This is an optimization exercise on Yosys and OpenROAD, whose aim is small area, a short achievable clock period and few clock cycles, not a production implementation. RTL that was checked went through simulation tests only; none was proved equivalent to the original. The RTL of run 3 was laid out without a check of its function. No activity file was given, so power comes from the tool's default toggle rates.

**flow/design.v**
```verilog
package sha2_pkg;
  localparam int REG_W   = 64;
  localparam int REG_CNT = 8;
  localparam int DEC_W   = 3;
  localparam int BLK_W   = REG_W * REG_CNT;
  localparam logic [63:0] SHA2_PAD_WORD = 64'h8000_0000_0000_0000;
  typedef enum logic [1:0] {
    IDLE = 2'd0,
    CHK  = 2'd1,
    SEND = 2'd2
  } state_t;
endpackage
module sha2_pad_chk #(
  parameter int reg_w   = sha2_pkg::REG_W,
  parameter int reg_cnt = sha2_pkg::REG_CNT,
  parameter int dec_w   = sha2_pkg::DEC_W
) (
  input  logic [reg_cnt*reg_w-1:0]  blk,
  input  logic [reg_w-dec_w-7:0]    bcnt,
  output logic                      ok,
  output logic [dec_w-1:0]          p
);
  localparam int LW = $clog2(reg_w);
  localparam int NW = reg_cnt - 1;
  logic [reg_w-1:0] len;
  logic [NW-1:0]    z, t;       
  logic             pad_ok;
  always_comb begin
    len = blk[(reg_cnt-1)*reg_w +: reg_w];
    p   = len[LW +: dec_w];
    for (int i = 0; i < NW; i++) begin
      z[i] = (blk[i*reg_w +: reg_w-1] == '0);
      t[i] = blk[i*reg_w + reg_w-1];
    end
    pad_ok = (p != dec_w'(NW));
    for (int i = 0; i < NW; i++)
      if (!(p > dec_w'(i)) && !(z[i] && (t[i] == (p == dec_w'(i))))) pad_ok = 1'b0;
    ok = pad_ok && (len[LW-1:0] == '0) && (len[reg_w-1:LW+dec_w] == bcnt);
  end
endmodule
module sha2_blk_unpack #(
  parameter int reg_w   = sha2_pkg::REG_W,
  parameter int reg_cnt = sha2_pkg::REG_CNT,
  parameter int dec_w   = sha2_pkg::DEC_W
) (
  input  logic                     clk,
  input  logic                     rst,
  input  logic [reg_cnt*reg_w-1:0] blk,
  input  logic                     blk_vld,
  input  logic                     blk_last,
  output logic                     blk_rdy,
  output logic [reg_w-1:0]         pkt,
  output logic                     pkt_vld,
  input  logic                     pkt_rdy,
  output logic [dec_w-1:0]         idx,
  output logic                     msg_done,
  output logic                     len_err
);
  localparam int CW = reg_w - dec_w - 6;    
  logic [(reg_cnt-1)*reg_w-1:0] buf_q;      
  logic                         ld, ld_n;   
  logic                         ld_d;
  logic [dec_w-1:0]             lst;        
  logic                         fin;        
  logic [CW-1:0]                bcnt;       
  logic [CW-1:0]                bc_t;       
  logic                         pend, pend_err;
  logic                         ra_q, rb_q, rb_ok;    
  logic                         chk_ok;
  logic [dec_w-1:0]             chk_p;
  logic                         take, acc, imm, ra, rb;
  sha2_pad_chk #(.reg_w(reg_w), .reg_cnt(reg_cnt), .dec_w(dec_w)) u_chk (
    .blk  (blk),
    .bcnt (bcnt),
    .ok   (chk_ok),
    .p    (chk_p)
  );
  assign blk_rdy = !rst && pkt_rdy && ld;
  assign acc     = blk_vld && blk_rdy;
  assign take    = pkt_vld && pkt_rdy;
  assign imm     = blk_last && !(chk_ok && chk_p != '0);    
  assign ra      = take && ld && fin;                       
  assign rb      = acc && imm;                              
  logic [reg_cnt-1:1] nx, nx_d;              
  always_ff @(posedge clk) nx <= nx_d;
  always_comb begin
    bc_t[0] = 1'b1;
    for (int i = 1; i < CW; i++) bc_t[i] = bc_t[i-1] & bcnt[i-1];
  end
  logic [reg_w-1:0] pkt_d;
  logic             s_hold, s_blk;
  logic [reg_cnt-1:1] s_buf;
  always_comb begin
    s_hold = !pkt_rdy;
    s_blk  = pkt_rdy && ld;
    for (int k = 1; k < reg_cnt; k++) s_buf[k] = pkt_rdy && nx[k];
    pkt_d = ({reg_w{s_hold}} & pkt) | ({reg_w{s_blk}} & blk[0 +: reg_w]);
    for (int k = 1; k < reg_cnt; k++)
      pkt_d = pkt_d | ({reg_w{s_buf[k]}} & buf_q[(k-1)*reg_w +: reg_w]);
  end
  always_comb begin
    if (rst) ld_d = 1'b1;
    else if (acc) ld_d = blk_last && chk_p <= dec_w'(1);    
    else if (take && !ld) ld_d = idx == lst - dec_w'(1);
    else ld_d = ld || !pkt_vld;
  end
  logic [dec_w-1:0] idx_d;
  always_comb begin
    idx_d = idx;
    if (acc) idx_d = '0;
    else if (take && !ld) idx_d = idx + 1'b1;
    for (int k = 1; k < reg_cnt; k++) nx_d[k] = !ld_d && idx_d == dec_w'(k-1);
  end
  always_ff @(posedge clk) begin
    pkt <= pkt_d;
    for (int k = 1; k < reg_cnt; k++)
      buf_q[(k-1)*reg_w +: reg_w] <= (({reg_w{ld}} & blk[k*reg_w +: reg_w]) |
                                      ({reg_w{ld_n}} & buf_q[(k-1)*reg_w +: reg_w]));
    ld   <= ld_d;
    ld_n <= !ld_d;
    if (acc) begin
      idx <= '0;
      lst <= blk_last ? chk_p - dec_w'(1) : dec_w'(reg_cnt-1);
      fin <= blk_last;
    end else if (take && !ld) begin
      idx <= idx + 1'b1;
    end
    if (rst) begin
      pkt_vld  <= 1'b0;
      msg_done <= 1'b0;
      len_err  <= 1'b0;
      pend     <= 1'b0;
      pend_err <= 1'b0;
      ra_q     <= 1'b0;
      rb_q     <= 1'b0;
      rb_ok    <= 1'b0;
      bcnt     <= '0;
    end else begin
      if (acc) pkt_vld <= !imm;
      else if (take && ld) pkt_vld <= 1'b0;
      bcnt <= (acc && blk_last) ? '0 : bcnt ^ (bc_t & {CW{acc}});
      ra_q     <= ra;
      rb_q     <= rb;
      rb_ok    <= chk_ok;
      msg_done <= pend ? !pend_err : (ra_q || (rb_q && rb_ok));
      len_err  <= pend ? pend_err  : (!ra_q && rb_q && !rb_ok);
      pend     <= rb_q && (pend || ra_q);
      pend_err <= !rb_ok;
    end
  end
endmodule
```
**flow/flow/run.sh**
```bash
#!/bin/bash
# The standard layout with three changes to how it is made:
#  - the port buffers are the smallest buffer cell instead of the flow's default delay buffer;
#  - the clock tree uses smaller buffers in larger clusters, without dummy loads;
#  - the pins of the one input-to-output path (rst, pkt_rdy -> blk_rdy) are placed side by side.
# Each tool's output goes to its own log in the work folder.
set -euo pipefail
export BUFFER_PORTS_ARGS="-buffer_cell sky130_fd_sc_hd__buf_1"
export CTS_ARGS="-sink_clustering_enable -repair_clock_nets -dont_use_dummy_load -buf_list {sky130_fd_sc_hd__clkbuf_4 sky130_fd_sc_hd__clkbuf_8} -sink_clustering_size 16 -sink_clustering_max_diameter 60"
export PRE_IO_PLACEMENT_TCL="$(pwd)/flow/io_pins.tcl"
bash standard.sh finish > standard_make.log 2>&1
```
**flow/flow/io_pins.tcl**
```tcl
# Keep the pins of the combinational path rst/pkt_rdy -> blk_rdy next to each other.
set_io_pin_constraint -group -order -pin_names {pkt_rdy rst blk_rdy}
```
**flow/standard.sh**
```bash
#!/bin/bash
# synth_recipe.tcl (not shown) runs the flow's synth.tcl, then flattens the netlist and writes it again
# the make line also repeats each setting of config.mk as NAME=value (left out here)
make -C /OpenROAD-flow-scripts/flow DESIGN_CONFIG=/design/flow/config.mk WORK_HOME=/design/flow/orfs CLKGATE_MAP_FILE= SYNTH_SCRIPT=/design/flow/synth_recipe.tcl "${@:-finish}"
```
**flow/config.mk**
```make
export PLATFORM = sky130hd
export DESIGN_NAME = sha2_blk_unpack
export DESIGN_NICKNAME = sha2_blk_unpack
export VERILOG_FILES = /design/flow/design.v
export SDC_FILE = /design/flow/constraint.sdc
export NUM_CORES = 4
export LEC_CHECK = 0
export CAP_MARGIN = 20
export CORE_MARGIN = 2
export CORE_UTILIZATION = 58
export PLACE_DENSITY = 0.72
export SETUP_SLACK_MARGIN = 3.3
export SLEW_MARGIN = 20
```
**flow/constraint.sdc**
```tcl
create_clock -name core_clock -period 6.0 [get_ports {clk}]
set_input_delay 1.2000 -clock core_clock [delete_from_list [all_inputs] [get_ports {clk}]]
set_output_delay 1.2000 -clock core_clock [all_outputs]
set_load 0.01 [all_outputs]
```
==> results of run 1 <==
## report_power, final
group | leakage [nW] | internal (mW) | total (mW) | switching [mW]
combinational | 4.60 | 0.354 | 0.859 | 0.505
clock | 0.316 | 0.660 | 1.93 | 1.27
sequential | 4.96 | 4.19 | 4.38 | 0.184
total | 9.87 | 5.21 | 7.17 | 1.96
## path summary, 6_finish.rpt
kind                                   end  slack [ns]  cells after the start  startpoint
worst max-delay path               pkt_vld        3.11                      9     blk[73]
worst min-delay path            buf_q[143]        0.48                      1  buf_q[143]
worst max register to register    bcnt[40]        3.46                      7          ld
worst min register to register  buf_q[143]        0.48                      1  buf_q[143]
## cell usage after synthesis (4+ instances only)
cell	count	area share
inv_1	16	0.0027
a22oi_1	130	0.043
buf_1	11	0.0018
nand3_1	17	0.0038
or3_1	4	0.0011
xor2_1	56	0.022
nand2_1	164	0.027
xnor2_1	49	0.019
a31o_2	4	0.0016
a221oi_1	66	0.026
clkbuf_1	159	0.026
nor2_1	68	0.011
edfxtp_1	4	0.0053
o21ai_0	7	0.0016
nand4_1	45	0.012
buf_6	6	0.0030
nor4_1	122	0.034
and3_1	11	0.0030
ha_1	8	0.0044
a22o_1	447	0.17
a21oi_1	12	0.0027
dfxtp_1	587	0.52
a31oi_1	5	0.0014
nor3_1	11	0.0024
a222oi_1	64	0.028
and4_1	6	0.0023
and2_1	12	0.0033
## through the flow
stage | utilization | hold slack [ns] | worst slack (ns)
6_report | 0.677 | 0.478 | 3.11
5_1_grt | 0.677 | 0.490 | 3.13
4_1_cts | 0.674 | 0.479 | 3.19
3_5_place_dp | 0.647 | 0.453 | 1.84
3_3_place_gp | 0.647 | 0.452 | 1.85
2_1_floorplan | - | 0.393 | 3.08
## sequential cells by signal, indices dropped and copies added (netlist names), 3 cells and up
signal,flops
nx,7
buf_q,448
bcnt,55
pkt,64
lst,3
idx,3
## cell type report
| cell class | instances | area share |
|---|---|---|
| inverter | 17 | 0.00244 |
| timing repair buffer | 610 | 0.0967 |
| clock buffer | 44 | 0.0232 |
| antenna | 6 | 0.000575 |
| multi-input combinational | 1343 | 0.397 |
| tap | 518 | 0.0248 |
| sequential | 591 | 0.455 |
## metal layers
layer / up-vias / routed length [microns]
li1: 9342 / -
met1: 10664 / 35300
met2: 1774 / 44600
met3: 407 / 11500
met4: 2 / 7860
met5: - / 11
## logic make-up after synthesis
group                      Yosys count
AOI/OAI and AO/OA                  749
xor gates and xnor gates           105
adders and majority gates            8
buffers and inverters              198
DFF                                591
muxes                                1
and+or+nand+nor                    480
## worst max-delay path, stage by stage
cell	delay, ns
buf_1	0.10
nor4_2	0.46
buf_4	0.25
nand4_1	0.31
nor4_2	0.37
nand3_1	0.15
a32oi_2	0.27
a41o_1	0.22
a32o_1	0.14
## repair_timing
item                                    CTS  global route
cloned                                    0             0
endpoints found under the setup margin  412           267
resized for setup                        78            27
pin swaps                                22            12
hold buffers                              0             0
setup buffers                             4             1
==> flow_metrics.env, run 1 <==
export IMPL_cts_inserted_buffers=44
export IMPL_grt_util_met2=0.738
export IMPL_synth_edf_count=4
export IMPL_yosys_area_share_adder=0.00443
export IMPL_drtIter0Drc=3174
export IMPL_antenna_found_initial=6
export IMPL_dp_hpwl_microns=74200
export IMPL_mostFrequentLayoutCell="dfxtp_1"
export IMPL_setup_viol=0
export IMPL_drv_slew=0
export IMPL_synth_top_flop_cell="dfxtp_1"
export IMPL_vias=22189
export IMPL_clock_sinks=591
export IMPL_fin_setup_tns_ns=0
export IMPL_syn_inst=2132
export IMPL_post_route_period_util=0.482
export IMPL_p_leak_nw=9.87
export IMPL_fillers=3153
export IMPL_grt_use_met1=0.576
export IMPL_cp_arrival_ns=3.47
export IMPL_critical_path_peak_fanout=3
export IMPL_ys_async_sr_fraction=0
export IMPL_cp_required_ns=6.58
export IMPL_ant_nets=0
export IMPL_busiest_layer="met2"
export IMPL_synth_mux_area_frac=0.000443
export IMPL_min_delay_path_class="reg -> reg"
export IMPL_finalCriticalPeriod_ns=2.89
export IMPL_die_area_sq_um=40600
export IMPL_use_met3=0.109
export IMPL_grt_max_degree=227
export IMPL_fmax_ghz=0.346
export IMPL_fin_worst_skew_ns=0.0480
export IMPL_end_kind="flop"
export IMPL_maxCapViolCount=0
export IMPL_drive_gt1_frac=0.0626
export IMPL_clk_latency_ns=0.67
export IMPL_cts_buffer_depth=3
export IMPL_place_congestion=1.08
export IMPL_seq_area_frac_synth=0.525
export IMPL_stdcell_count=3129
export IMPL_seq_area_sq_um=11900
export IMPL_final_area_sq_um=26100
export IMPL_num_nets_final=3132
export IMPL_drt_first_pass_iters=10
export IMPL_drc_errors=0
export IMPL_syn_num_nets=2657
export IMPL_htreeDepth=2
export IMPL_rsz0062_at_grt="yes"
export IMPL_synthXorXnorAreaFrac=0.0407
export IMPL_crit_type="in -> reg"
export IMPL_synth_cell_area_sq_um=22600
export IMPL_fp_row_count=72
export IMPL_vias_per_cell=7.09
export IMPL_synth_distinct_cells=59
export IMPL_wl_per_cell_microns=31.7
export IMPL_die_h_microns=201
export IMPL_multi_input_area_sq_um=10400
export IMPL_grt_use_total=0.467
export IMPL_ys_warn_count=2
export IMPL_coreArea_sq_um=38600
export IMPL_layout_common_cells="dfxtp_1, buf_1, a22o_1"
export IMPL_grt_pass1_wl_microns=139000
export IMPL_worst_pin_slew_ns=1.23
export IMPL_status="finished clean"
export IMPL_p_per_area_nw_per_um2=275
export IMPL_critPathLaunchType="input port"
export IMPL_syn_mean_instance_area_sq_um=10.6
export IMPL_vdd_drop_max_uv=177
export IMPL_placed_cell_area_sq_um=24900
export IMPL_synth_compound_area_frac=0.283
export IMPL_synth_top_family_by_area="compound AO/OA/AOI/OAI gates"
export IMPL_path_clk_slew_ns=0.10
export IMPL_wirelength_microns=99200
export IMPL_die_width_microns=201
export IMPL_synthToLayoutAreaGrowth_pct=15.5
export IMPL_first_global_vias=20611
export IMPL_grt_ovfl_total=0
export IMPL_io_pins=588
export IMPL_finalPower_mw=7.17
export IMPL_dp_cells=3074
export IMPL_slew_headroom=0.182
export IMPL_start_util=0.586
export IMPL_io_buffers=587
export IMPL_cts_root_buffer="clkbuf_8"
export IMPL_hold_viol=0
export IMPL_cts_tree="built"
export IMPL_synth_simple_area_share=0.111
export IMPL_synth_seq_cells=591
Testbench counts, summed over its fixed seeds: cycles 5,527.
==> run 2, diff against run 1 <==
--- a/flow/config.mk
+++ b/flow/config.mk
@@ -8,6 +8,6 @@
 export CAP_MARGIN = 20
 export CORE_MARGIN = 2
-export CORE_UTILIZATION = 58
-export PLACE_DENSITY = 0.72
+export CORE_UTILIZATION = 50
+export PLACE_DENSITY = 0.65
 export SETUP_SLACK_MARGIN = 3.3
 export SLEW_MARGIN = 20
==> flow_metrics.env, run 2 <==
export IMPL_wl_met3_microns=10300
export IMPL_drive_gt1_frac=0.0656
export IMPL_highest_layer="met5"
export IMPL_crit_type="in -> reg"
export IMPL_syn_inst=2132
export IMPL_io_pins=588
export IMPL_setup_viol=0
export IMPL_wl_per_cell_microns=32.0
export IMPL_hold_viol=0
export IMPL_min_delay_path_class="reg -> reg"
export IMPL_drt_met1_wl_microns=38600
export IMPL_final_area_sq_um=26300
export IMPL_yosysMostFrequentCell="dfxtp_1"
export IMPL_largest_reg_flops=448
export IMPL_drt_first_pass_iters=10
export IMPL_synth_seq_cells=591
export IMPL_fmax_ghz=0.353
export IMPL_synth_edf_count=4
export IMPL_fillers=3983
export IMPL_synth_top_flop_cell="dfxtp_1"
export IMPL_placed_cell_area_sq_um=25000
export IMPL_start_util=0.509
export IMPL_largest_registers="buf_q x448, pkt x64, bcnt x55"
export IMPL_r2r_slack_ns=3.40
export IMPL_clock_power_share=0.276
export IMPL_antenna_found_initial=8
export IMPL_fp_row_count=77
export IMPL_hold_path_startpoint="buf_q[332]"
export IMPL_cts_tree="built"
export IMPL_dp_hpwl_microns=76900
export IMPL_synth_cell_area_sq_um=22600
export IMPL_vdd_drop_max_uv=173
export IMPL_place_congestion=1.02
export IMPL_critPathLaunchType="input port"
export IMPL_ant_nets=0
export IMPL_post_route_period_util=0.472
export IMPL_worst_hold_slack_ns=0.468
export IMPL_ff2ff_path_depth=3
export IMPL_clk_latency_ns=0.66
export IMPL_fin_worst_skew_ns=0.0463
export IMPL_met2_length_microns=48100
export IMPL_first_global_vias=20436
export IMPL_synth_top_area_frac=0.520
export IMPL_status="finished clean"
export IMPL_grt_pass1_wl_microns=143000
export IMPL_clock_sinks=591
export IMPL_layout_setup_ws_ns=3.17
export IMPL_coreArea_sq_um=44400
export IMPL_vias=21667
export IMPL_ys_async_sr_fraction=0
export IMPL_critical_path_peak_fanout=3
export IMPL_die_h_microns=217
export IMPL_pre_cts_ws_ns=1.72
export IMPL_syn_mean_instance_area_sq_um=10.6
export IMPL_layout_common_cells="dfxtp_1, buf_1, a22o_1"
export IMPL_drc_errors=0
export IMPL_cts_root_buffer="clkbuf_8"
export IMPL_cts_buffer_depth=3
export IMPL_cp_required_ns=6.60
export IMPL_yosysTopAreaCell="dfxtp_1"
export IMPL_intPower_mw=5.24
export IMPL_die_width_microns=217
export IMPL_drtIter0Drc=2958
export IMPL_slew_headroom=0.208
export IMPL_yosys_top_cells_count="dfxtp_1, a22o_1, nand2_1"
export IMPL_cp_arrival_ns=3.43
export IMPL_p_leak_nw=9.92
export IMPL_die_area_sq_um=46900
export IMPL_path_clk_slew_ns=0.11
export IMPL_worst_pin_slew_ns=1.19
export IMPL_p_per_area_nw_per_um2=275
export IMPL_seqPwrFrac=0.605
export IMPL_regMostFlops="buf_q"
export IMPL_syn_num_nets=2657
export IMPL_reg2reg_from="ld"
export IMPL_finalCriticalPeriod_ns=2.83
export IMPL_end_kind="flop"
export IMPL_maxCapViolCount=0
export IMPL_synthToLayoutAreaGrowth_pct=16.3
export IMPL_fin_setup_tns_ns=0
export IMPL_r2r_end="buf_q[242]"
export IMPL_io_buffers=587
export IMPL_hold_end="pkt[12]"
export IMPL_rsz0062_at_grt="yes"
export IMPL_switching_power_mw=1.99
export IMPL_ys_warn_count=2
export IMPL_vias_per_cell=6.77
export IMPL_mostFrequentLayoutCell="dfxtp_1"
export IMPL_worstHoldPathCells=2
export IMPL_power_switching_share=0.276
export IMPL_holdBufCountCts=0
export IMPL_synth_distinct_cells=59
export IMPL_grt_use_total=0.417
export IMPL_seq_area_frac_synth=0.525
export IMPL_p_comb_frac=0.119
export IMPL_wirelength_microns=103000
export IMPL_grt_max_degree=222
export IMPL_drv_slew=0
export IMPL_synth_area_leaders="dfxtp_1, a22o_1, a22oi_1"
export IMPL_htreeDepth=2
export IMPL_cts_inserted_buffers=46
export IMPL_grt_ovfl_total=0
export IMPL_num_nets_final=3135
==> run 2: changes by cell type in the layout (fill, tap and decap cells not counted), moves of 2 or more <==
cell	change
clkbuf_2	+5
buf_12	+2
nor4_2	-2
and2_4	-3
and2_2	+3
clkbuf_8	+2
buf_2	-2
nor4_4	+4
diode_2	-4
nor4_1	-2
==> run 2: critical path: stages <==
cell and delay (ns):
buf_1 0.10, nor4_2 0.46, nand4_1 0.25, or4_4 0.59
and3_1 0.22, nor4_4 0.29, a41o_1 0.21, a32o_1 0.11
==> run 2: how the worst max path moves through the flow <==
stage / from / to / slack, ns / depth (start not counted)
floorplan: rst / bcnt[40] / 3.08 / 11
global placement: blk[138] / pkt_vld / 1.81 / 8
detailed placement: blk[138] / pkt_vld / 1.72 / 8
CTS: pkt_rdy / blk_rdy / 3.23 / 4
global route: blk[168] / pkt_vld / 3.20 / 8
finish: blk[38] / pkt_vld / 3.17 / 8
==> run 2: power groups by stage <==
stage	Clock, mW	Combinational (mW)	Sequential (mW)
3_5_place_dp	0	0.801	4.46
2_1_floorplan	0	0.376	4.41
4_1_cts	2.00	0.828	4.37
3_3_place_gp	0	0.793	4.45
5_1_grt	2.12	0.901	4.40
6_report	1.99	0.863	4.37
==> run 2: stage by stage <==
stage / util / std cells / power [mW]
after floorplan: - / 2132 / 4.79
after global placement: 0.564 / 3147 / 5.25
after detailed placement: 0.564 / 3147 / 5.26
after CTS: 0.586 / 3199 / 7.19
after global routing: 0.592 / 3202 / 7.42
final: 0.592 / 3202 / 7.23
==> run 2: per-layer routing <==
| metal | GRT usage | vias to the layer above |
|---|---|---|
| li1 | - | 9349 |
| met2 | 0.686 | 1414 |
| met4 | 0.207 | 12 |
| met3 | 0.0992 | 239 |
| met1 | 0.513 | 10653 |
| met5 | 0 | - |
==> run 2: cell families (layout without fill, tap and decap cells) <==
kind of cell | Yosys count | count (layout) | synth area share
AO/OA/AOI/OAI | 749 | 749 | 0.283
XOR/XNOR | 105 | 105 | 0.0407
buffers and inverters | 198 | 674 | 0.0355
AND/OR/NAND/NOR | 480 | 480 | 0.111
multiplexers | 1 | 1 | 0.000443
flip-flops | 591 | 591 | 0.525
adder cells (fa/ha/maj) | 8 | 8 | 0.00443
other | 0 | 2 | 0
==> run 2: what timing repair did <==
action,in CTS,in global routing
setup buffers,6,1
pin swaps,7,16
gates resized for setup,54,55
endpoints found under the setup margin,114,14
==> run 2: cell type report <==
type                    count  area [sq um]  area share
clock buffers              46           633      0.0241
flip-flops and latches    591         11900       0.452
well taps                 592           741      0.0282
inverters                  17          63.8     0.00243
multi-input cells        1343         10400       0.396
repair buffers            611          2540      0.0967
diodes                      2          5.00    0.000190
==> run 3, diff against run 2 <==
--- a/flow/design.v
+++ b/flow/design.v
@@ -67,4 +67,5 @@
   logic                         pend, pend_err;
   logic                         ra_q, rb_q, rb_ok;    
+  logic                         vq, okq;    
   logic                         chk_ok;
   logic [dec_w-1:0]             chk_p;
@@ -77,4 +78,5 @@
   );
   assign blk_rdy = !rst && pkt_rdy && ld;
+  assign pkt_vld = vq && okq;
   assign acc     = blk_vld && blk_rdy;
   assign take    = pkt_vld && pkt_rdy;
@@ -119,4 +121,6 @@
     ld   <= ld_d;
     ld_n <= !ld_d;
+    if (acc) okq <= !blk_last || chk_ok;
+    rb_ok <= chk_ok;
     if (acc) begin
       idx <= '0;
@@ -127,5 +131,5 @@
     end
     if (rst) begin
-      pkt_vld  <= 1'b0;
+      vq       <= 1'b0;
       msg_done <= 1'b0;
       len_err  <= 1'b0;
@@ -134,13 +138,11 @@
       ra_q     <= 1'b0;
       rb_q     <= 1'b0;
-      rb_ok    <= 1'b0;
       bcnt     <= '0;
     end else begin
-      if (acc) pkt_vld <= !imm;
-      else if (take && ld) pkt_vld <= 1'b0;
+      if (acc) vq <= !(blk_last && chk_p == '0);
+      else if (take && ld) vq <= 1'b0;
       bcnt <= (acc && blk_last) ? '0 : bcnt ^ (bc_t & {CW{acc}});
       ra_q     <= ra;
       rb_q     <= rb;
-      rb_ok    <= chk_ok;
       msg_done <= pend ? !pend_err : (ra_q || (rb_q && rb_ok));
       len_err  <= pend ? pend_err  : (!ra_q && rb_q && !rb_ok);
==> flow_metrics.env, run 3 <==
export IMPL_status="finished clean"
export IMPL_wirelength_microns=99800
export IMPL_fin_worst_skew_ns=0.0491
export IMPL_synthToLayoutAreaGrowth_pct=18.1
export IMPL_power_switching_share=0.272
export IMPL_clock_power_share=0.276
export IMPL_dp_hpwl_microns=74400
export IMPL_worst_pin_slew_ns=1.37
export IMPL_first_global_vias=20276
export IMPL_vdd_drop_max_uv=205
export IMPL_critPathLaunchType="input port"
export IMPL_drtIter0Drc=3351
export IMPL_holdBufCountCts=0
export IMPL_clk_latency_ns=0.69
export IMPL_synth_top_flop_cell="dfxtp_1"
export IMPL_wl_per_cell_microns=30.8
export IMPL_yosys_top_cells_count="dfxtp_1, a22o_1, nand2_1"
export IMPL_seqPwrFrac=0.607
export IMPL_num_nets_final=3162
export IMPL_yosysTopAreaCell="dfxtp_1"
export IMPL_ys_warn_count=2
export IMPL_cts_root_buffer="clkbuf_8"
export IMPL_path_clk_slew_ns=0.10
export IMPL_drive_gt1_frac=0.0782
export IMPL_coreArea_sq_um=45100
export IMPL_fp_row_count=78
export IMPL_cp_required_ns=6.52
export IMPL_switching_power_mw=1.97
export IMPL_layout_common_cells="dfxtp_1, buf_1, a22o_1"
export IMPL_vias_per_cell=6.71
export IMPL_cp_arrival_ns=3.43
export IMPL_drt_first_pass_iters=11
export IMPL_grt_max_degree=241
export IMPL_critical_path_peak_fanout=3
export IMPL_p_comb_frac=0.117
export IMPL_synth_edf_count=5
export IMPL_maxCapViolCount=0
export IMPL_die_h_microns=217
export IMPL_syn_mean_instance_area_sq_um=10.6
export IMPL_clock_sinks=592
export IMPL_max_stage_delay_ns=0.60
export IMPL_slew_headroom=0.0888
export IMPL_cts_inserted_buffers=46
export IMPL_ant_nets=0
export IMPL_synth_top_area_frac=0.518
export IMPL_crit_type="in -> reg"
export IMPL_grt_use_total=0.405
export IMPL_ys_async_sr_fraction=0
export IMPL_antenna_found_initial=15
export IMPL_mostFrequentLayoutCell="dfxtp_1"
export IMPL_fin_setup_tns_ns=0
export IMPL_die_area_sq_um=47100
export IMPL_die_width_microns=217
export IMPL_intPower_mw=5.25
export IMPL_cts_tree="built"
export IMPL_cts_buffer_depth=3
export IMPL_hold_viol=0
export IMPL_min_delay_path_class="reg -> reg"
export IMPL_worst_hold_slack_ns=0.468
export IMPL_largest_registers="buf_q x448, pkt x64, bcnt x55"
export IMPL_fillers=4061
export IMPL_largest_reg_flops=448
export IMPL_drv_slew=0
export IMPL_crit_chain="buf_2, nor4_4, nand4_1, nor4_1, a31oi_1, or4_4, o41a_1"
export IMPL_synth_distinct_cells=56
export IMPL_synth_cell_area_sq_um=22700
export IMPL_post_route_period_util=0.486
export IMPL_pre_cts_ws_ns=1.80
export IMPL_vias=21775
export IMPL_grt_pass1_wl_microns=139000
export IMPL_io_buffers=587
export IMPL_start_util=0.503
export IMPL_crit_path_top_delay_cell="or4_4"
export IMPL_p_leak_nw=10.1
export IMPL_fmax_ghz=0.343
export IMPL_syn_inst=2150
export IMPL_p_per_area_nw_per_um2=269
export IMPL_drc_errors=0
export IMPL_r2r_slack_ns=3.44
export IMPL_rsz0062_at_grt="yes"
export IMPL_setup_viol=0
export IMPL_end_kind="flop"
export IMPL_place_congestion=1.02
export IMPL_grt_ovfl_total=0
export IMPL_finalCriticalPeriod_ns=2.91
export IMPL_regMostFlops="buf_q"
export IMPL_layout_setup_ws_ns=3.09
export IMPL_synth_area_leaders="dfxtp_1, a22o_1, a22oi_1"
export IMPL_yosysMostFrequentCell="dfxtp_1"
export IMPL_syn_num_nets=2675
export IMPL_htreeDepth=2
export IMPL_synth_seq_cells=592
export IMPL_io_pins=588
export IMPL_seq_area_frac_synth=0.525
## run 3: power by group through the flow
stage / clock [mW] / sequential (mW) / combinational [mW]
6_report: 1.99 / 4.38 / 0.846
5_1_grt: 2.13 / 4.40 / 0.883
4_1_cts: 1.99 / 4.37 / 0.811
3_5_place_dp: 0 / 4.46 / 0.771
3_3_place_gp: 0 / 4.46 / 0.761
2_1_floorplan: 0 / 4.42 / 0.372
## run 3: cell type report
cell class / instances / area [sq um] / area share
timing repair buffer: 616 / 2580 / 0.0964
clock buffer: 46 / 633 / 0.0236
multi-input combinational: 1357 / 10800 / 0.403
tap: 600 / 751 / 0.0280
antenna: 11 / 27.5 / 0.00103
sequential: 592 / 11900 / 0.445
inverter: 24 / 92.6 / 0.00346
## run 3: repair_timing
action	4_1_cts	5_1_grt
pin swaps	24	18
resized for setup	94	37
setup buffers	9	9
setup endpoints to repair	221	113
## run 3: metal layers
metal	global-route usage	share of wire	wire length (microns)
met3	0.0934	0.12	11900
met1	0.554	0.39	39100
met4	0.191	0.049	4890
met5	0	0.00078	78
met2	0.604	0.44	43800
## run 3: cells by family (layout without fill, tap and decap cells)
logic type,Yosys count,count (layout),synth area share
flip-flops,592,592,0.525
AO/OA/AOI/OAI,763,763,0.284
adder cells (fa/ha/maj),8,8,0.00441
XOR/XNOR,99,99,0.0382
buffers and inverters,201,686,0.0347
AND/OR/NAND/NOR,486,486,0.113
multiplexers,1,1,0.000441
other,0,11,0
## run 3: stage by stage
stage	cells	utilization	power (mW)	area, sq um
6_report	3246	0.594	7.22	26800
5_1_grt	3242	0.594	7.41	26800
4_1_cts	3226	0.588	7.17	26500
3_5_place_dp	3171	0.560	5.23	25300
3_3_place_gp	3171	0.560	5.22	25300
2_1_floorplan	2150	-	4.79	22900
## run 3: path summary, 6_finish.rpt
check,start,endpoint,cells after the start
min,buf_q[63],pkt[63],2
max reg2reg,bcnt[33],bcnt[48],6
max,blk[120],rb_q,7
min reg2reg,buf_q[63],pkt[63],2
## run 3: worst max-delay path, delay by kind of cell
family / cells / cell delay, ns
simple gates: 4 / 1.52
compound gates: 2 / 0.55
buf+inv: 1 / 0.15
==> run 4, diff against run 3 <==
--- a/flow/design.v
+++ b/flow/design.v
@@ -67,5 +67,4 @@
   logic                         pend, pend_err;
   logic                         ra_q, rb_q, rb_ok;    
-  logic                         vq, okq;    
   logic                         chk_ok;
   logic [dec_w-1:0]             chk_p;
@@ -78,5 +77,4 @@
   );
   assign blk_rdy = !rst && pkt_rdy && ld;
-  assign pkt_vld = vq && okq;
   assign acc     = blk_vld && blk_rdy;
   assign take    = pkt_vld && pkt_rdy;
@@ -121,6 +119,4 @@
     ld   <= ld_d;
     ld_n <= !ld_d;
-    if (acc) okq <= !blk_last || chk_ok;
-    rb_ok <= chk_ok;
     if (acc) begin
       idx <= '0;
@@ -131,5 +127,5 @@
     end
     if (rst) begin
-      vq       <= 1'b0;
+      pkt_vld  <= 1'b0;
       msg_done <= 1'b0;
       len_err  <= 1'b0;
@@ -138,11 +134,13 @@
       ra_q     <= 1'b0;
       rb_q     <= 1'b0;
+      rb_ok    <= 1'b0;
       bcnt     <= '0;
     end else begin
-      if (acc) vq <= !(blk_last && chk_p == '0);
-      else if (take && ld) vq <= 1'b0;
+      if (acc) pkt_vld <= !imm;
+      else if (take && ld) pkt_vld <= 1'b0;
       bcnt <= (acc && blk_last) ? '0 : bcnt ^ (bc_t & {CW{acc}});
       ra_q     <= ra;
       rb_q     <= rb;
+      rb_ok    <= chk_ok;
       msg_done <= pend ? !pend_err : (ra_q || (rb_q && rb_ok));
       len_err  <= pend ? pend_err  : (!ra_q && rb_q && !rb_ok);
--- a/flow/flow/run.sh
+++ b/flow/flow/run.sh
@@ -7,5 +7,5 @@
 set -euo pipefail
 export BUFFER_PORTS_ARGS="-buffer_cell sky130_fd_sc_hd__buf_1"
-export CTS_ARGS="-sink_clustering_enable -repair_clock_nets -dont_use_dummy_load -buf_list {sky130_fd_sc_hd__clkbuf_4 sky130_fd_sc_hd__clkbuf_8} -sink_clustering_size 16 -sink_clustering_max_diameter 60"
+export CTS_ARGS="-sink_clustering_enable -repair_clock_nets -dont_use_dummy_load -buf_list {sky130_fd_sc_hd__clkbuf_4 sky130_fd_sc_hd__clkbuf_8} -sink_clustering_size 16 -sink_clustering_max_diameter 100"
 export PRE_IO_PLACEMENT_TCL="$(pwd)/flow/io_pins.tcl"
 bash standard.sh finish > standard_make.log 2>&1
==> flow_metrics.env, run 4 <==
export IMPL_status="finished clean"
export IMPL_io_pins=588
export IMPL_synth_cell_area_sq_um=22600
export IMPL_hold_path_startpoint="buf_q[378]"
export IMPL_synth_top_flop_cell="dfxtp_1"
export IMPL_synth_edf_count=4
export IMPL_ant_nets=0
export IMPL_critPathLaunchType="input port"
export IMPL_holdBufCountCts=0
export IMPL_regMostFlops="buf_q"
export IMPL_fin_setup_tns_ns=0
export IMPL_fin_worst_skew_ns=0.0640
export IMPL_reg2reg_from="ld"
export IMPL_die_area_sq_um=46900
export IMPL_vias=21650
export IMPL_grt_pass1_wl_microns=143000
export IMPL_critical_path_peak_fanout=2
export IMPL_antenna_found_initial=7
export IMPL_synth_top_area_frac=0.520
export IMPL_place_congestion=1.02
export IMPL_path_clk_slew_ns=0.11
export IMPL_fmax_ghz=0.353
export IMPL_wl_per_cell_microns=32.2
export IMPL_synthToLayoutAreaGrowth_pct=16.8
export IMPL_ys_warn_count=2
export IMPL_wirelength_microns=103000
export IMPL_fp_row_count=77
export IMPL_finalPower_mw=7.17
export IMPL_grt_max_degree=222
export IMPL_cts_root_buffer="clkbuf_8"
export IMPL_syn_mean_instance_area_sq_um=10.6
export IMPL_rsz0062_at_grt="yes"
export IMPL_cts_tree="built"
export IMPL_drt_first_pass_iters=10
export IMPL_vdd_drop_max_uv=186
export IMPL_cp_startpoint="blk[361]"
export IMPL_pre_cts_ws_ns=1.72
export IMPL_clk_latency_ns=0.68
export IMPL_highest_layer="met5"
export IMPL_synth_distinct_cells=59
export IMPL_end_kind="flop"
export IMPL_htreeDepth=2
export IMPL_finalCriticalPeriod_ns=2.83
export IMPL_drc_errors=0
export IMPL_io_buffers=587
export IMPL_drt_met1_wl_microns=38600
export IMPL_dp_hpwl_microns=76900
export IMPL_min_delay_path_class="reg -> reg"
export IMPL_synth_seq_cells=591
export IMPL_p_leak_nw=9.96
export IMPL_start_util=0.509
export IMPL_syn_num_nets=2657
export IMPL_wl_met3_microns=10800
export IMPL_crit_type="in -> reg"
export IMPL_clock_sinks=591
export IMPL_yosys_top_cells_count="dfxtp_1, a22o_1, nand2_1"
export IMPL_layout_setup_ws_ns=3.17
export IMPL_slew_headroom=0.205
export IMPL_largest_reg_flops=448
export IMPL_drtIter0Drc=3081
export IMPL_cp_arrival_ns=3.41
export IMPL_seq_area_frac_synth=0.525
export IMPL_ys_async_sr_fraction=0
export IMPL_synth_area_leaders="dfxtp_1, a22o_1, a22oi_1"
export IMPL_first_global_vias=20510
export IMPL_die_width_microns=217
export IMPL_layout_common_cells="dfxtp_1, buf_1, a22o_1"
export IMPL_vias_per_cell=6.75
export IMPL_cts_inserted_buffers=42
export IMPL_yosysMostFrequentCell="dfxtp_1"
export IMPL_die_h_microns=217
export IMPL_hold_viol=0
export IMPL_met2_length_microns=48400
export IMPL_grt_ovfl_total=0
export IMPL_drive_gt1_frac=0.0689
export IMPL_fillers=3950
export IMPL_setup_viol=0
export IMPL_cts_buffer_depth=3
export IMPL_drv_slew=0
export IMPL_mostFrequentLayoutCell="dfxtp_1"
export IMPL_yosysTopAreaCell="dfxtp_1"
export IMPL_grt_use_total=0.417
export IMPL_worst_pin_slew_ns=1.19
export IMPL_post_route_period_util=0.472
export IMPL_worst_hold_slack_ns=0.451
export IMPL_largest_registers="buf_q x448, pkt x64, bcnt x55"
export IMPL_coreArea_sq_um=44400
export IMPL_cp_required_ns=6.59
export IMPL_syn_inst=2132
export IMPL_maxCapViolCount=0
export IMPL_num_nets_final=3138
export IMPL_p_per_area_nw_per_um2=272
[run 4: cell types whose count changed in the layout (fill, tap and decap cells not counted), sizes merged, moves of 7 or more]
| cell | change |
|---|---|
| nor2 | +19 |
| xor2 | +14 |
| o21ai | -12 |
| a21oi | -10 |
| or3 | -9 |
| nor3 | -8 |
| xnor2 | -8 |
| inv | -7 |
[run 4: what timing repair did]
action | 4_1_cts | 5_1_grt
pin swaps | 9 | 22
gates cloned | 0 | 1
setup buffers | 8 | 5
setup endpoints to repair | 113 | 187
gates resized for setup | 62 | 64
[run 4: where the power goes]
| part | switching (mW) | leakage (nW) | internal (mW) | total (mW) |
|---|---|---|---|---|
| Combinational | 0.517 | 4.69 | 0.360 | 0.877 |
| Clock | 1.29 | 0.302 | 0.632 | 1.92 |
| Sequential | 0.179 | 4.96 | 4.19 | 4.37 |
| Total | 1.99 | 9.96 | 5.19 | 7.17 |
[run 4: per-stage QoR]
| step | cells | area (sq um) | utilization |
|---|---|---|---|
| global placement | 3147 | 25000 | 0.564 |
| detailed placement | 3147 | 25000 | 0.564 |
| finish | 3208 | 26400 | 0.594 |
| floorplan | 2132 | 22600 | - |
| CTS | 3197 | 26000 | 0.587 |
| global route | 3205 | 26400 | 0.594 |
[run 4: area by class of cell]
| type | count | area (sq um) | area share |
|---|---|---|---|
| clock buffers | 42 | 578 | 0.0219 |
| multi-input cells | 1343 | 10500 | 0.398 |
| well taps | 592 | 741 | 0.0281 |
| diodes | 5 | 12.5 | 0.000474 |
| repair buffers | 618 | 2630 | 0.0997 |
| inverters | 17 | 63.8 | 0.00242 |
| flip-flops and latches | 591 | 11900 | 0.450 |
[run 4: final timing paths]
path	endpoint	slack, ns	depth (start not counted)
hold / removal	pkt[58]	0.45	2
setup reg to reg	buf_q[104]	3.52	4
hold reg to reg	pkt[58]	0.45	2
setup / recovery	pkt_vld	3.17	8
[run 4: logic make-up (layout without fill, tap and decap cells)]
family / count (synthesis) / count (layout) / synth area share
compound gates: 749 / 749 / 0.283
flops: 591 / 591 / 0.525
simple gates: 480 / 480 / 0.111
buf+inv: 198 / 677 / 0.0355
xor+xnor: 105 / 105 / 0.0407
fa+ha+maj: 8 / 8 / 0.00443
mux: 1 / 1 / 0.000443
other cells: 0 / 5 / 0
[run 4: critical path, stage by stage]
cell and delay, ns:
buf_1 0.09, nor4_2 0.68, nand4_1 0.21, nor4_2 0.53, a21oi_1 0.14, a21oi_1 0.23, a41o_1 0.21, a32o_1 0.11
[run 4: per-layer routing]
| metal | up-vias | GRT usage |
|---|---|---|
| li1 | 9357 | - |
| met1 | 10670 | 0.510 |
| met3 | 240 | 0.102 |
| met4 | 8 | 0.207 |
| met5 | - | 0 |
| met2 | 1375 | 0.686 |
Testbench counts of run 4, summed over its fixed seeds: cycles 5,527.
==> run 5, diff against run 4 <==
--- a/flow/design.v
+++ b/flow/design.v
@@ -65,6 +65,5 @@
   logic [CW-1:0]                bcnt;       
   logic [CW-1:0]                bc_t;       
-  logic                         pend, pend_err;
-  logic                         ra_q, rb_q, rb_ok;    
+  logic                         rb_q, rb_ok;    
   logic                         chk_ok;
   logic [dec_w-1:0]             chk_p;
@@ -119,4 +118,5 @@
     ld   <= ld_d;
     ld_n <= !ld_d;
+    rb_ok <= chk_ok;
     if (acc) begin
       idx <= '0;
@@ -130,9 +130,5 @@
       msg_done <= 1'b0;
       len_err  <= 1'b0;
-      pend     <= 1'b0;
-      pend_err <= 1'b0;
-      ra_q     <= 1'b0;
       rb_q     <= 1'b0;
-      rb_ok    <= 1'b0;
       bcnt     <= '0;
     end else begin
@@ -140,11 +136,7 @@
       else if (take && ld) pkt_vld <= 1'b0;
       bcnt <= (acc && blk_last) ? '0 : bcnt ^ (bc_t & {CW{acc}});
-      ra_q     <= ra;
       rb_q     <= rb;
-      rb_ok    <= chk_ok;
-      msg_done <= pend ? !pend_err : (ra_q || (rb_q && rb_ok));
-      len_err  <= pend ? pend_err  : (!ra_q && rb_q && !rb_ok);
-      pend     <= rb_q && (pend || ra_q);
-      pend_err <= !rb_ok;
+      msg_done <= ra || (rb_q && rb_ok);
+      len_err  <= rb_q && !rb_ok;
     end
   end
--- a/flow/flow/run.sh
+++ b/flow/flow/run.sh
@@ -7,5 +7,5 @@
 set -euo pipefail
 export BUFFER_PORTS_ARGS="-buffer_cell sky130_fd_sc_hd__buf_1"
-export CTS_ARGS="-sink_clustering_enable -repair_clock_nets -dont_use_dummy_load -buf_list {sky130_fd_sc_hd__clkbuf_4 sky130_fd_sc_hd__clkbuf_8} -sink_clustering_size 16 -sink_clustering_max_diameter 100"
+export CTS_ARGS="-sink_clustering_enable -repair_clock_nets -dont_use_dummy_load -buf_list {sky130_fd_sc_hd__clkbuf_4 sky130_fd_sc_hd__clkbuf_8} -sink_clustering_size 16 -sink_clustering_max_diameter 60"
 export PRE_IO_PLACEMENT_TCL="$(pwd)/flow/io_pins.tcl"
 bash standard.sh finish > standard_make.log 2>&1
==> flow_metrics.env, run 5 <==
export IMPL_status="finished clean"
export IMPL_synth_cell_area_sq_um=22400
export IMPL_clock_power_share=0.277
export IMPL_grt_pass1_wl_microns=137000
export IMPL_ys_warn_count=2
export IMPL_holdBufCountCts=0
export IMPL_drv_slew=0
export IMPL_largest_reg_flops=448
export IMPL_r2r_end="bcnt[39]"
export IMPL_drc_errors=0
export IMPL_synth_seq_cells=588
export IMPL_vias_per_cell=6.68
export IMPL_yosysTopAreaCell="dfxtp_1"
export IMPL_wirelength_microns=97300
export IMPL_p_per_area_nw_per_um2=273
export IMPL_drive_gt1_frac=0.0592
export IMPL_cts_inserted_buffers=45
export IMPL_stdcell_count=3221
export IMPL_cp_arrival_ns=3.45
export IMPL_cp_required_ns=6.62
export IMPL_vdd_drop_max_uv=185
export IMPL_hold_viol=0
export IMPL_use_met3=0.0820
export IMPL_drtIter0Drc=3035
export IMPL_syn_inst=2126
export IMPL_min_delay_path_class="reg -> reg"
export IMPL_fmax_ghz=0.353
export IMPL_cts_tree="built"
export IMPL_die_area_sq_um=46600
export IMPL_htreeDepth=2
export IMPL_intPower_mw=5.20
export IMPL_yosysMostFrequentCell="dfxtp_1"
export IMPL_switching_power_mw=1.94
export IMPL_layout_common_cells="dfxtp_1, buf_1, a22o_1"
export IMPL_synth_top_family_by_area="compound AO/OA/AOI/OAI gates"
export IMPL_clock_sinks=588
export IMPL_setup_viol=0
export IMPL_syn_num_nets=2651
export IMPL_yosys_top_cells_count="dfxtp_1, a22o_1, nand2_1"
export IMPL_hold_end="buf_q[91]"
export IMPL_io_buffers=587
export IMPL_coreArea_sq_um=44200
export IMPL_p_comb_frac=0.115
export IMPL_place_congestion=0.987
export IMPL_dp_hpwl_microns=72600
export IMPL_synth_distinct_cells=48
export IMPL_synthXorXnorAreaFrac=0.0422
export IMPL_fin_setup_tns_ns=0
export IMPL_slew_headroom=0.264
export IMPL_grt_util_met2=0.603
export IMPL_yosys_area_share_adder=0.00446
export IMPL_regMostFlops="buf_q"
export IMPL_r2r_slack_ns=3.53
export IMPL_ant_nets=0
export IMPL_fp_row_count=77
export IMPL_reg2reg_from="bcnt[29]"
export IMPL_dp_cells=3146
export IMPL_critical_path_peak_fanout=2
export IMPL_rsz0062_at_grt="yes"
export IMPL_ff2ff_path_depth=7
export IMPL_end_kind="flop"
export IMPL_grt_use_total=0.399
export IMPL_synth_simple_area_share=0.111
export IMPL_die_h_microns=216
export IMPL_cts_root_buffer="clkbuf_8"
export IMPL_finalCriticalPeriod_ns=2.83
export IMPL_synth_area_leaders="dfxtp_1, a22o_1, a22oi_1"
export IMPL_start_util=0.507
export IMPL_maxCapViolCount=0
export IMPL_grt_max_degree=195
export IMPL_cts_buffer_depth=3
export IMPL_syn_mean_instance_area_sq_um=10.5
export IMPL_wl_per_cell_microns=30.2
export IMPL_antenna_found_initial=17
export IMPL_busiest_layer="met2"
export IMPL_synth_compound_area_frac=0.282
export IMPL_p_leak_nw=9.75
export IMPL_seq_area_frac_synth=0.527
export IMPL_worstHoldPathCells=1
export IMPL_synth_mux_area_frac=0.000446
export IMPL_first_global_vias=19930
export IMPL_synth_top_flop_cell="dfxtp_1"
export IMPL_grt_use_met1=0.554
export IMPL_clk_latency_ns=0.68
export IMPL_grt_ovfl_total=0
export IMPL_power_switching_share=0.272
export IMPL_crit_type="in -> reg"
export IMPL_io_pins=588
export IMPL_worst_hold_slack_ns=0.478
export IMPL_drt_first_pass_iters=9
export IMPL_fin_worst_skew_ns=0.0550
export IMPL_mostFrequentLayoutCell="dfxtp_1"
export IMPL_synth_top_area_frac=0.521
export IMPL_synth_edf_count=4
export IMPL_largest_registers="buf_q x448, pkt x64, bcnt x55"
export IMPL_critPathLaunchType="input port"
export IMPL_num_nets_final=3144
export IMPL_seqPwrFrac=0.608
export IMPL_die_width_microns=216
export IMPL_vias=21504
export IMPL_ys_async_sr_fraction=0
export IMPL_worst_pin_slew_ns=1.10
export IMPL_synthToLayoutAreaGrowth_pct=16.7
export IMPL_path_clk_slew_ns=0.11
export IMPL_post_route_period_util=0.472
export IMPL_hold_path_startpoint="buf_q[91]"
==> run 5: changes by cell type in the layout (fill, tap and decap cells not counted), sizes merged, moves of 7 or more <==
cell / delta
nor2: -7
xor2: -10
buf: +12
xnor2: +13
diode: +7
nand2b: +8
==> run 5: logic make-up (layout without fill, tap and decap cells) <==
group,after synthesis,count (layout)
XOR/XNOR,108,108
AO/OA/AOI/OAI,738,738
multiplexers,1,1
other,0,12
AND/OR/NAND/NOR,485,485
adder cells (fa/ha/maj),8,8
buffers and inverters,198,689
flip-flops,588,588
==> run 5: timing repair <==
item	in CTS	in global routing
pin swaps	11	17
setup buffers	16	2
endpoints found under the hold margin	0	0
setup endpoints to repair	293	76
gates resized for setup	50	35
==> run 5: layer usage <==
| metal | share of wire | routed length (microns) |
|---|---|---|
| met1 | 0.40 | 38800 |
| met2 | 0.44 | 42700 |
| met3 | 0.11 | 11000 |
| met4 | 0.048 | 4650 |
| met5 | 0.00057 | 55 |
==> run 5: layout make-up <==
cell class | instances | area [sq um]
antenna | 12 | 30.0
clock buffer | 45 | 619
fill | 3946 | 18000
inverter | 22 | 82.6
multi-input combinational | 1340 | 10300
sequential | 588 | 11800
tap | 592 | 741
timing repair buffer | 622 | 2590
==> run 5: power by group through the flow <==
stage | registers [mW] | clock network, mW | logic (mW)
after detailed placement | 4.43 | 0 | 0.764
final | 4.34 | 1.98 | 0.823
after floorplan | 4.39 | 0 | 0.370
after global routing | 4.37 | 2.10 | 0.860
after CTS | 4.34 | 1.97 | 0.794
after global placement | 4.42 | 0 | 0.755
==> run 5: worst max path at each step <==
stage / from / end / slack (ns) / cells past startpoint
2_1_floorplan: rst / bcnt[50] / 3.07 / 8
3_3_place_gp: blk[138] / rb_q / 1.55 / 8
3_5_place_dp: blk[138] / pkt_vld / 1.50 / 8
4_1_cts: blk[280] / rb_q / 3.19 / 8
5_1_grt: blk[282] / pkt_vld / 3.26 / 8
6_report: blk[315] / pkt_vld / 3.17 / 8
==> run 5: through the flow <==
stage                     total power, mW  setup WS, ns  area (sq um)   util
final                                7.14          3.17         26200  0.592
after global routing                 7.33          3.26         26200  0.592
after CTS                            7.10          3.19         26000  0.587
after detailed placement             5.19          1.50         24900  0.564
after global placement               5.18          1.55         24900  0.564
after floorplan                      4.76          3.07         22500      -
==> run 5: worst max-delay path, cell delays in order <==
cell	delay, ns
buf_1	0.11
nor4_4	0.42
nand4_1	0.45
nor4_4	0.45
a21oi_2	0.12
a2111oi_4	0.40
nand2_1	0.14
o21ai_1	0.14
Testbench counts of run 5, summed over its fixed seeds: cycles 5,521.
==> run 6, diff against run 5 <==
--- a/flow/config.mk
+++ b/flow/config.mk
@@ -10,4 +10,4 @@
 export CORE_UTILIZATION = 50
 export PLACE_DENSITY = 0.65
-export SETUP_SLACK_MARGIN = 3.3
+export SETUP_SLACK_MARGIN = 3.4
 export SLEW_MARGIN = 20
==> flow_metrics.env, run 6 <==
export IMPL_synth_edf_count=4
export IMPL_end_kind="flop"
export IMPL_final_area_sq_um=26300
export IMPL_fillers=3886
export IMPL_layout_common_cells="dfxtp_1, buf_1, a22o_1"
export IMPL_crit_chain="buf_1, or4_1, nor4_1, a31oi_1, a2111oi_4, nand3_1, nor2b_1"
export IMPL_first_global_vias=20179
export IMPL_drc_errors=0
export IMPL_use_met3=0.0881
export IMPL_worst_pin_slew_ns=1.11
export IMPL_fmax_ghz=0.362
export IMPL_syn_inst=2126
export IMPL_synth_seq_cells=588
export IMPL_clock_sinks=588
export IMPL_clk_latency_ns=0.66
export IMPL_fp_row_count=77
export IMPL_grt_use_total=0.404
export IMPL_fin_setup_tns_ns=0
export IMPL_largest_registers="buf_q x448, pkt x64, bcnt x55"
export IMPL_yosysTopAreaCell="dfxtp_1"
export IMPL_yosysMostFrequentCell="dfxtp_1"
export IMPL_r2r_slack_ns=3.48
export IMPL_grt_ovfl_total=0
export IMPL_cts_inserted_buffers=45
export IMPL_holdBufCountCts=0
export IMPL_placed_cell_area_sq_um=25000
export IMPL_busiest_layer="met2"
export IMPL_wirelength_microns=98100
export IMPL_maxCapViolCount=0
export IMPL_vdd_drop_max_uv=163
export IMPL_layout_setup_ws_ns=3.24
export IMPL_ys_async_sr_fraction=0
export IMPL_cp_top_family="simple AND/OR/NAND/NOR gates"
export IMPL_place_congestion=1.01
export IMPL_cts_tree="built"
export IMPL_start_util=0.507
export IMPL_coreArea_sq_um=44200
export IMPL_drt_first_pass_iters=8
export IMPL_grt_util_met2=0.606
export IMPL_r2r_end="buf_q[239]"
export IMPL_hold_end="pkt[0]"
export IMPL_p_leak_nw=9.83
export IMPL_vias=21578
export IMPL_wl_per_cell_microns=30.3
export IMPL_path_clk_slew_ns=0.11
export IMPL_worstHoldPathCells=2
export IMPL_hold_path_startpoint="buf_q[0]"
export IMPL_vias_per_cell=6.66
export IMPL_rsz0062_at_grt="yes"
export IMPL_critical_path_peak_fanout=2
export IMPL_cp_num_buf_inv=1
export IMPL_cp_arrival_ns=3.33
export IMPL_ff2ff_path_depth=4
export IMPL_num_nets_final=3154
export IMPL_ys_warn_count=2
export IMPL_status="finished clean"
export IMPL_antenna_found_initial=25
export IMPL_seq_area_frac_synth=0.527
export IMPL_cts_buffer_depth=3
export IMPL_drive_gt1_frac=0.0666
export IMPL_synthToLayoutAreaGrowth_pct=17.4
export IMPL_post_route_period_util=0.460
export IMPL_critPathLaunchType="input port"
export IMPL_cp_required_ns=6.57
export IMPL_synth_top_area_frac=0.521
export IMPL_regMostFlops="buf_q"
export IMPL_htreeDepth=2
export IMPL_die_width_microns=216
export IMPL_finalCriticalPeriod_ns=2.76
export IMPL_max_stage_delay_ns=0.67
export IMPL_fin_worst_skew_ns=0.0320
export IMPL_setup_viol=0
export IMPL_syn_num_nets=2651
export IMPL_die_area_sq_um=46600
export IMPL_grt_use_met1=0.559
export IMPL_die_h_microns=216
export IMPL_reg2reg_from="ld"
export IMPL_synth_cell_area_sq_um=22400
export IMPL_grt_max_degree=171
export IMPL_synth_top_flop_cell="dfxtp_1"
export IMPL_p_per_area_nw_per_um2=271
export IMPL_io_pins=588
export IMPL_drv_slew=0
export IMPL_pre_cts_ws_ns=1.74
export IMPL_dp_hpwl_microns=74500
export IMPL_syn_mean_instance_area_sq_um=10.5
export IMPL_ant_nets=0
export IMPL_mostFrequentLayoutCell="dfxtp_1"
export IMPL_largest_reg_flops=448
export IMPL_io_buffers=587
export IMPL_min_delay_path_class="reg -> reg"
export IMPL_hold_viol=0
export IMPL_crit_path_top_delay_cell="or4_1"
export IMPL_synth_area_leaders="dfxtp_1, a22o_1, a22oi_1"
export IMPL_slew_headroom=0.261
export IMPL_synth_distinct_cells=48
export IMPL_grt_pass1_wl_microns=139000
export IMPL_yosys_top_cells_count="dfxtp_1, a22o_1, nand2_1"
export IMPL_crit_type="in -> reg"
export IMPL_cts_root_buffer="clkbuf_8"
export IMPL_drtIter0Drc=3491
==> run 6: cell counts after synthesis <==
No cell type changed its count.
==> run 6: repair_timing <==
action                     in CTS  in global routing
buffers inserted               16                  8
gates cloned                    0                  0
hold endpoints to repair        0                  0
setup endpoints to repair     208                140
pin swaps                      23                 15
resized for setup              75                 30
==> run 6: power breakdown <==
part / switching (mW) / internal, mW
clock network: 1.30 / 0.674
registers: 0.172 / 4.17
logic: 0.474 / 0.356
total: 1.94 / 5.20
==> run 6: worst max path at each step <==
| stage | startpoint | slack (ns) | cells after the start | end |
|---|---|---|---|---|
| floorplan | rst | 3.07 | 8 | bcnt[50] |
| global placement | blk[323] | 1.37 | 8 | rb_q |
| detailed placement | blk[323] | 1.74 | 8 | rb_q |
| CTS | pkt_rdy | 3.29 | 4 | blk_rdy |
| global route | blk[293] | 3.20 | 8 | rb_q |
| finish | blk[175] | 3.24 | 7 | rb_q |
==> run 6: stage by stage <==
stage	hold WS, ns	utilization	total power [mW]	instances
floorplan	0.396	-	4.76	2126
global placement	0.451	0.565	5.19	3150
finish	0.466	0.595	7.15	3240
detailed placement	0.452	0.566	5.20	3150
CTS	0.470	0.590	7.10	3211
global route	0.492	0.595	7.33	3233
==> run 6: cell type report <==
| cell class | instances | area, sq um | area share |
|---|---|---|---|
| Tap cell | 592 | 741 | 0.0281 |
| Sequential cell | 588 | 11800 | 0.449 |
| Inverter | 22 | 82.6 | 0.00314 |
| Multi-Input combinational cell | 1340 | 10300 | 0.392 |
| Antenna cell | 21 | 52.6 | 0.00200 |
| Clock buffer | 45 | 619 | 0.0235 |
| Timing Repair Buffer | 632 | 2690 | 0.102 |
==> run 6: tightest hold or removal path: stages, from the launching register on <==
cell and delay, ns:
dfxtp_1 0.34, a221oi_1 0.08, nand2_1 0.06
==> run 6: kinds of logic (layout without fill, tap and decap cells) <==
kind of cell | count (synthesis) | after routing | synth area share
buffers and inverters | 198 | 699 | 0.0335
multiplexers | 1 | 1 | 0.000446
adder cells (fa/ha/maj) | 8 | 8 | 0.00446
flip-flops | 588 | 588 | 0.527
AND/OR/NAND/NOR | 485 | 485 | 0.111
XOR/XNOR | 108 | 108 | 0.0422
other | 0 | 21 | 0
AO/OA/AOI/OAI | 738 | 738 | 0.282
==> run 6: layer usage <==
| metal | vias up | part of all wire |
|---|---|---|
| li1 | 9380 | - |
| met1 | 10546 | 0.41 |
| met2 | 1425 | 0.44 |
| met3 | 213 | 0.11 |
| met4 | 14 | 0.045 |
| met5 | - | 0.00097 |
==> run 7, diff against run 6 <==
--- a/flow/config.mk
+++ b/flow/config.mk
@@ -10,4 +10,4 @@
 export CORE_UTILIZATION = 50
 export PLACE_DENSITY = 0.65
-export SETUP_SLACK_MARGIN = 3.4
+export SETUP_SLACK_MARGIN = 3.5
 export SLEW_MARGIN = 20
==> flow_metrics.env, run 7 <==
export IMPL_status="finished clean"
export IMPL_ys_warn_count=2
export IMPL_cp_arrival_ns=1.51
export IMPL_fin_setup_tns_ns=0
export IMPL_antenna_found_initial=21
export IMPL_fp_row_count=77
export IMPL_wl_per_cell_microns=31.3
export IMPL_cts_tree="built"
export IMPL_seq_area_frac_synth=0.527
export IMPL_synth_top_flop_cell="dfxtp_1"
export IMPL_first_global_vias=20270
export IMPL_p_per_area_nw_per_um2=267
export IMPL_path_clk_slew_ns=0.10
export IMPL_drtIter0Drc=3306
export IMPL_vias=21831
export IMPL_cts_root_buffer="clkbuf_8"
export IMPL_drv_slew=0
export IMPL_die_h_microns=216
export IMPL_htreeDepth=2
export IMPL_io_buffers=587
export IMPL_finalCriticalPeriod_ns=2.71
export IMPL_p_leak_nw=10.1
export IMPL_synth_cell_area_sq_um=22400
export IMPL_mostFrequentLayoutCell="dfxtp_1"
export IMPL_end_kind="output pin"
export IMPL_r2r_end="bcnt[47]"
export IMPL_reg2reg_from="bcnt[29]"
export IMPL_stdcell_count=3243
export IMPL_wirelength_microns=101000
export IMPL_io_pins=588
export IMPL_synth_seq_cells=588
export IMPL_worstHoldPathCells=2
export IMPL_r2r_slack_ns=3.58
export IMPL_syn_num_nets=2651
export IMPL_hold_viol=0
export IMPL_ys_async_sr_fraction=0
export IMPL_yosysMostFrequentCell="dfxtp_1"
export IMPL_final_area_sq_um=26900
export IMPL_syn_mean_instance_area_sq_um=10.5
export IMPL_start_util=0.507
export IMPL_drt_first_pass_iters=9
export IMPL_crit_chain="buf_8, nor2_4, buf_6"
export IMPL_placed_cell_area_sq_um=25000
export IMPL_die_area_sq_um=46600
export IMPL_worst_hold_slack_ns=0.446
export IMPL_largest_registers="buf_q x448, pkt x64, bcnt x55"
export IMPL_setup_viol=0
export IMPL_pre_cts_ws_ns=1.88
export IMPL_num_nets_final=3164
export IMPL_cts_buffer_depth=3
export IMPL_die_width_microns=216
export IMPL_layout_common_cells="dfxtp_1, buf_1, a22o_1"
export IMPL_crit_path_top_delay_cell="buf_8"
export IMPL_ff2ff_path_depth=8
export IMPL_fin_worst_skew_ns=0.0477
export IMPL_drive_gt1_frac=0.0933
export IMPL_max_stage_delay_ns=0.11
export IMPL_grt_ovfl_total=0
export IMPL_regMostFlops="buf_q"
export IMPL_coreArea_sq_um=44200
export IMPL_synth_distinct_cells=48
export IMPL_post_route_period_util=0.452
export IMPL_grt_use_total=0.408
export IMPL_worst_pin_slew_ns=1.06
export IMPL_crit_type="in -> out"
export IMPL_synth_top_area_frac=0.521
export IMPL_layout_setup_ws_ns=3.29
export IMPL_dp_cells=3149
export IMPL_min_delay_path_class="reg -> reg"
export IMPL_ant_nets=0
export IMPL_critical_path_peak_fanout=6
export IMPL_hold_path_startpoint="buf_q[349]"
export IMPL_clk_latency_ns=0.69
export IMPL_largest_reg_flops=448
export IMPL_maxCapViolCount=0
export IMPL_yosysTopAreaCell="dfxtp_1"
export IMPL_grt_max_degree=171
export IMPL_synthToLayoutAreaGrowth_pct=20.1
export IMPL_rsz0062_at_grt="yes"
export IMPL_critPathLaunchType="input port"
export IMPL_vdd_drop_max_uv=185
export IMPL_yosys_top_cells_count="dfxtp_1, a22o_1, nand2_1"
export IMPL_syn_inst=2126
export IMPL_slew_headroom=0.295
export IMPL_dp_hpwl_microns=73700
export IMPL_place_congestion=1.01
export IMPL_synth_edf_count=4
export IMPL_synth_area_leaders="dfxtp_1, a22o_1, a22oi_1"
export IMPL_hold_end="pkt[29]"
export IMPL_cp_required_ns=4.80
export IMPL_cts_inserted_buffers=47
export IMPL_fmax_ghz=0.369
export IMPL_drc_errors=0
export IMPL_vias_per_cell=6.73
export IMPL_grt_pass1_wl_microns=140000
export IMPL_clock_sinks=588
run 7: cell count changes in the layout (fill, tap and decap cells not counted), moves of 8 or more:
| cell | delta |
|---|---|
| a22oi_1 | -14 |
| buf_1 | -14 |
| nor4_4 | +12 |
| a22oi_2 | +14 |
| buf_2 | +8 |
| nor4_1 | -11 |
run 7: area by class of cell:
type                            count  area, sq um
Timing Repair Buffer              636         2890
Inverter                           22         82.6
Antenna cell                       14         35.0
Fill cell                        3894        17300
Multi-Input combinational cell   1344        10700
Sequential cell                   588        11800
Tap cell                          592          741
Clock buffer                       47          647
run 7: timing repair:
| item | CTS | global route |
|---|---|---|
| setup endpoints to repair | 248 | 54 |
| pin swaps | 28 | 23 |
| setup buffers | 15 | 10 |
| hold buffers | 0 | 0 |
| resized for setup | 109 | 75 |
| cloned | 4 | 4 |
run 7: worst max-delay path by stage:
stage | depth (start not counted) | start | endpoint
global route | 3 | rst | blk_rdy
CTS | 4 | pkt_rdy | blk_rdy
global placement | 8 | blk[302] | rb_q
floorplan | 8 | rst | bcnt[50]
finish | 3 | rst | blk_rdy
detailed placement | 8 | blk[305] | rb_q
run 7: per-stage QoR:
step | util | total power [mW]
2_1_floorplan | - | 4.76
3_3_place_gp | 0.566 | 5.18
3_5_place_dp | 0.566 | 5.20
4_1_cts | 0.599 | 7.14
5_1_grt | 0.609 | 7.39
6_report | 0.609 | 7.20
run 7: kinds of logic (layout without fill, tap and decap cells):
logic type | after synthesis | in the layout | synth area share
compound gates | 738 | 738 | 0.282
flops | 588 | 588 | 0.527
simple gates | 485 | 489 | 0.111
buf+inv | 198 | 705 | 0.0335
xor+xnor | 108 | 108 | 0.0422
fa+ha+maj | 8 | 8 | 0.00446
mux | 1 | 1 | 0.000446
other cells | 0 | 14 | 0
run 7: layer usage:
layer	routed length, microns	track usage	up-vias
met2	45200	0.625	1470
met4	4800	0.174	14
met5	103	0	-
met1	39800	0.558	10726
met3	11500	0.0850	235
li1	-	-	9386
run 7: power by group:
group | leakage [nW] | switching [mW] | internal, mW
clock | 0.338 | 1.29 | 0.702
combinational | 4.82 | 0.488 | 0.369
sequential | 4.94 | 0.179 | 4.17
total | 10.1 | 1.95 | 5.25
run 7: critical path: cells and delay by family:
kind	cells	cell delay, ns
buffers and inverters	2	0.21
and+or+nand+nor	1	0.09

## what the ideal ports hide
The flow's constraints put no driver on any port. The routed layouts listed below were extracted and timed again, unchanged, in two steps. Step 1 (the two cells are an assumption about what drives the block):
set clk [get_ports {clk}]
set_driving_cell -lib_cell sky130_fd_sc_hd__clkbuf_16 $clk
set_driving_cell -lib_cell sky130_fd_sc_hd__buf_2 [delete_from_list [all_inputs] $clk]
Step 2 moves the port delays by t, midway between the first and last clock arrival at a register: inputs arrive t later, outputs are due t later. That takes back most of the time a late clock gives input paths. Slacks: ideal / step 1 / step 2; pairs: ideal / step 1.
run	t (ns)	setup slack, ns	clock arrival spread, ns
run 1	0.710	3.110 / 3.135 / 2.437	0.049 / 0.048
run 2	0.705	3.167 / 3.178 / 2.502	0.057 / 0.056
run 3	0.720	3.086 / 3.123 / 2.404	0.060 / 0.059
run 4	0.702	3.171 / 3.196 / 2.505	0.071 / 0.071
run 5	0.720	3.171 / 3.162 / 2.443	0.063 / 0.063
run 6	0.708	3.238 / 3.184 / 2.569	0.034 / 0.034
run 7	0.714	3.290 / 3.232 / 2.628	0.069 / 0.068
After both steps every run listed still meets setup and hold. The setup slack of run 5, which loses most, moves by -0.009 ns with the drivers and by -0.728 ns with both steps.
